From an optimization exercise on the open Yosys and OpenROAD flow, aimed at small area and a short achievable clock period; shortcuts taken in it are not production practice.
Only simulation tests tie the RTL to the original design; equivalence was not proved.
The clock port is modelled as an ideal driver, which makes a skipped or thinned clock tree look cheaper than it is; a real chip needs a root buffer or a tree.
Power is estimated from default activity; no workload was simulated.

## red
Design adc_capture_top, start of the top module:
module adc_capture_top
(
   input  logic        user_clk_out,
   input  logic        sys_rst_n,
   input  logic        adc_valid_i,
   input  adc_capture_pkg::adc_sample_t adc_i_i,
   input  adc_capture_pkg::adc_sample_t adc_q_i,
   input  logic        reg_wr_i,
   input  logic        reg_rd_i,
   input  adc_capture_pkg::reg_addr_t   reg_addr_i,
   input  adc_capture_pkg::reg_data_t   reg_wdata_i,
   output adc_capture_pkg::reg_data_t   reg_rdata_o,
   output logic        reg_rvalid_o,
   output logic        out_valid_o,
   output adc_capture_pkg::data_word_t  out_data_o,
   output logic        out_channel_o
);
   logic        ch0_enable, ch1_enable;
   adc_capture_pkg::divider_t    ch0_divider, ch1_divider;
   logic        ch0_count_clear, ch1_count_clear;
   logic        ch0_count_load, ch1_count_load;
   adc_capture_pkg::word_count_t ch0_word_count, ch1_word_count;
   logic        ch0_overflow, ch1_overflow;
   logic        ch0_pop, ch1_pop;
   logic        ch0_empty, ch1_empty;
   logic        ch0_full, ch1_full;
   logic        stream_enable;
   logic [27:0] ch0_head28, ch1_head28;
   capture_channel u_ch0 (
      .user_clk_out, .sys_rst_n,
      .enable_i      (ch0_enable),      .divider_i   (ch0_divider),
  ...
==> flow/config.mk <==
export PLATFORM = sky130hd
export DESIGN_NAME = adc_capture_top
export DESIGN_NICKNAME = adc_capture_top
export VERILOG_FILES = /design/flow/design.v
export SDC_FILE = /design/flow/constraint.sdc
export NUM_CORES = 4
export LEC_CHECK = 0
export CAP_MARGIN = 20
export CORE_MARGIN = 2
export CORE_UTILIZATION = 40
export SETUP_SLACK_MARGIN = 3.1
export SLEW_MARGIN = 20
==> flow/constraint.sdc <==
create_clock -name core_clock -period 5.0 [get_ports {user_clk_out}]
set_input_delay 1.0000 -clock core_clock [delete_from_list [all_inputs] [get_ports {user_clk_out}]]
set_output_delay 1.0000 -clock core_clock [all_outputs]
set_load 0.01 [all_outputs]
standard.sh (not shown) runs the stock make flow with config.mk's settings and CLKGATE_MAP_FILE= SYNTH_SCRIPT=/design/flow/synth_recipe.tcl, a recipe that flattens the netlist after the stock synthesis.
==> flow/flow/run.sh <==
#!/bin/bash
# Own layout flow: the standard flow (standard synthesis unchanged), with
# plain buffers on the ports instead of the delay cells buffer_ports picks,
# a clock tree with larger sink clusters and no dummy loads, and the clock
# port driving the tree's first branch buffers directly (post_cts.tcl).
set -euo pipefail
export BUFFER_PORTS_ARGS="-buffer_cell sky130_fd_sc_hd__buf_4"
export CTS_ARGS="-sink_clustering_enable -repair_clock_nets -sink_clustering_size 25 -sink_clustering_max_diameter 100 -dont_use_dummy_load"
export POST_CTS_TCL="$(pwd)/flow/post_cts.tcl"
bash standard.sh finish > standard.log 2>&1
==> flow/flow/post_cts.tcl <==
set root [get_cells -quiet clkbuf_0_user_clk_out]
if {[llength $root] == 1} {
  set loads [get_pins -of_objects [get_nets -of_objects [get_pins clkbuf_0_user_clk_out/X]] -filter "direction == input"]
  puts "root buffer loads: [llength $loads]"
  if {[llength $loads] <= 4} {
    remove_buffers $root
    estimate_parasitics -placement
    repair_timing_helper
    detailed_placement
    check_placement -verbose
  }
}
Inputs modified between red and blue:
Settings: a change of SETUP_SLACK_MARGIN from 3.1 to 2.95.
Findings:
red → blue: clock skew higher, portion of total power attributed to the clock network increased 0.7 points, cell area down about 13%, final critical-path share of the clock period shrank by 2.6 points.
Run comparison: blue slowest cell on the critical path sky130_fd_sc_hd__a22o_1; red slowest cell on the critical path sky130_fd_sc_hd__dfrtp_2
For worst-case vdd ir drop, dividing the value from red by the value from blue gives 0.863.
Delta (blue minus red): first-pass GRT wire length decreased about 7%, transition time at the pin with the least slew margin decreased 0.11 ns.
Of the two values seen for highest routed metal layer, met4 was produced by red and met5 by blue.
For power density over the cells, dividing the value from red by the value from blue gives 0.896.
Row placement-stage cell area: blue lower / red higher
> inputs changed (blue -> green)
Settings: SETUP_SLACK_MARGIN: 2.95 -> 3.0.
-- flow/flow/run.sh --
<<< blue, line 7
export BUFFER_PORTS_ARGS="-buffer_cell sky130_fd_sc_hd__buf_4"
export CTS_ARGS="-sink_clustering_enable -repair_clock_nets -sink_clustering_size 25 -sink_clustering_max_diameter 100 -dont_use_dummy_load"
export POST_CTS_TCL="$(pwd)/flow/post_cts.tcl"
>>> green, line 7
export BUFFER_PORTS_ARGS="-buffer_cell sky130_fd_sc_hd__buf_4"
export CTS_ARGS="-sink_clustering_enable -repair_clock_nets -sink_clustering_size 30 -sink_clustering_max_diameter 100 -dont_use_dummy_load"
export POST_CTS_TCL="$(pwd)/flow/post_cts.tcl"
Results
The flow did not stop early for green: all stages ran, and the layout cleared the timing, design-rule and antenna checks. The maximum frequency number comes out higher for blue vs green. Changes observed in green relative to blue: hold slack moved down; half-perimeter wire length of the detailed placement result moved down; post-route fraction of the period consumed by the critical path moved up; cell area moved up. Reported for blue and green, overflow left after global routing turned out identical to the last digit. Comparing green against blue, there is no change at all in cell count after synthesis. green ended up with a higher relative area change from synthesis to final layout than blue did. Between blue and green, the difference in post-placement cell count is negligible. Global-route usage: blue and green compared, higher one is blue.

==> static timing again, ports no longer ideal <==
The results above use ideal ports. As a check the final layouts listed here were re-extracted and re-timed, cells and wires unchanged.
Step 1: set_driving_cell puts a clkbuf_16 on user_clk_out and a buf_2 on each other input, an assumption about the parent block.
Step 2, shift: input delay + t, output delay - t, t = (earliest + latest rising clock arrival at the registers) / 2. This alone moves slack from input paths to output paths.
Slacks: ideal / step 1 / step 2; pairs: ideal / step 1.
run	t, ns	slack for setup (ns)	worst setup path at the end	latest minus earliest clock arrival (ns)
red	0.597	2.840 / 2.779 / 2.475	input to register	0.108 / 0.109
blue	0.575	2.968 / 2.840 / 2.486	input to register	0.128 / 0.128
green	0.557	2.955 / 2.816 / 2.384	input to register	0.107 / 0.107
After both steps every run listed still meets setup and hold. The setup slack of green, which loses most, moves by -0.139 ns with the drivers and by -0.571 ns with both steps.
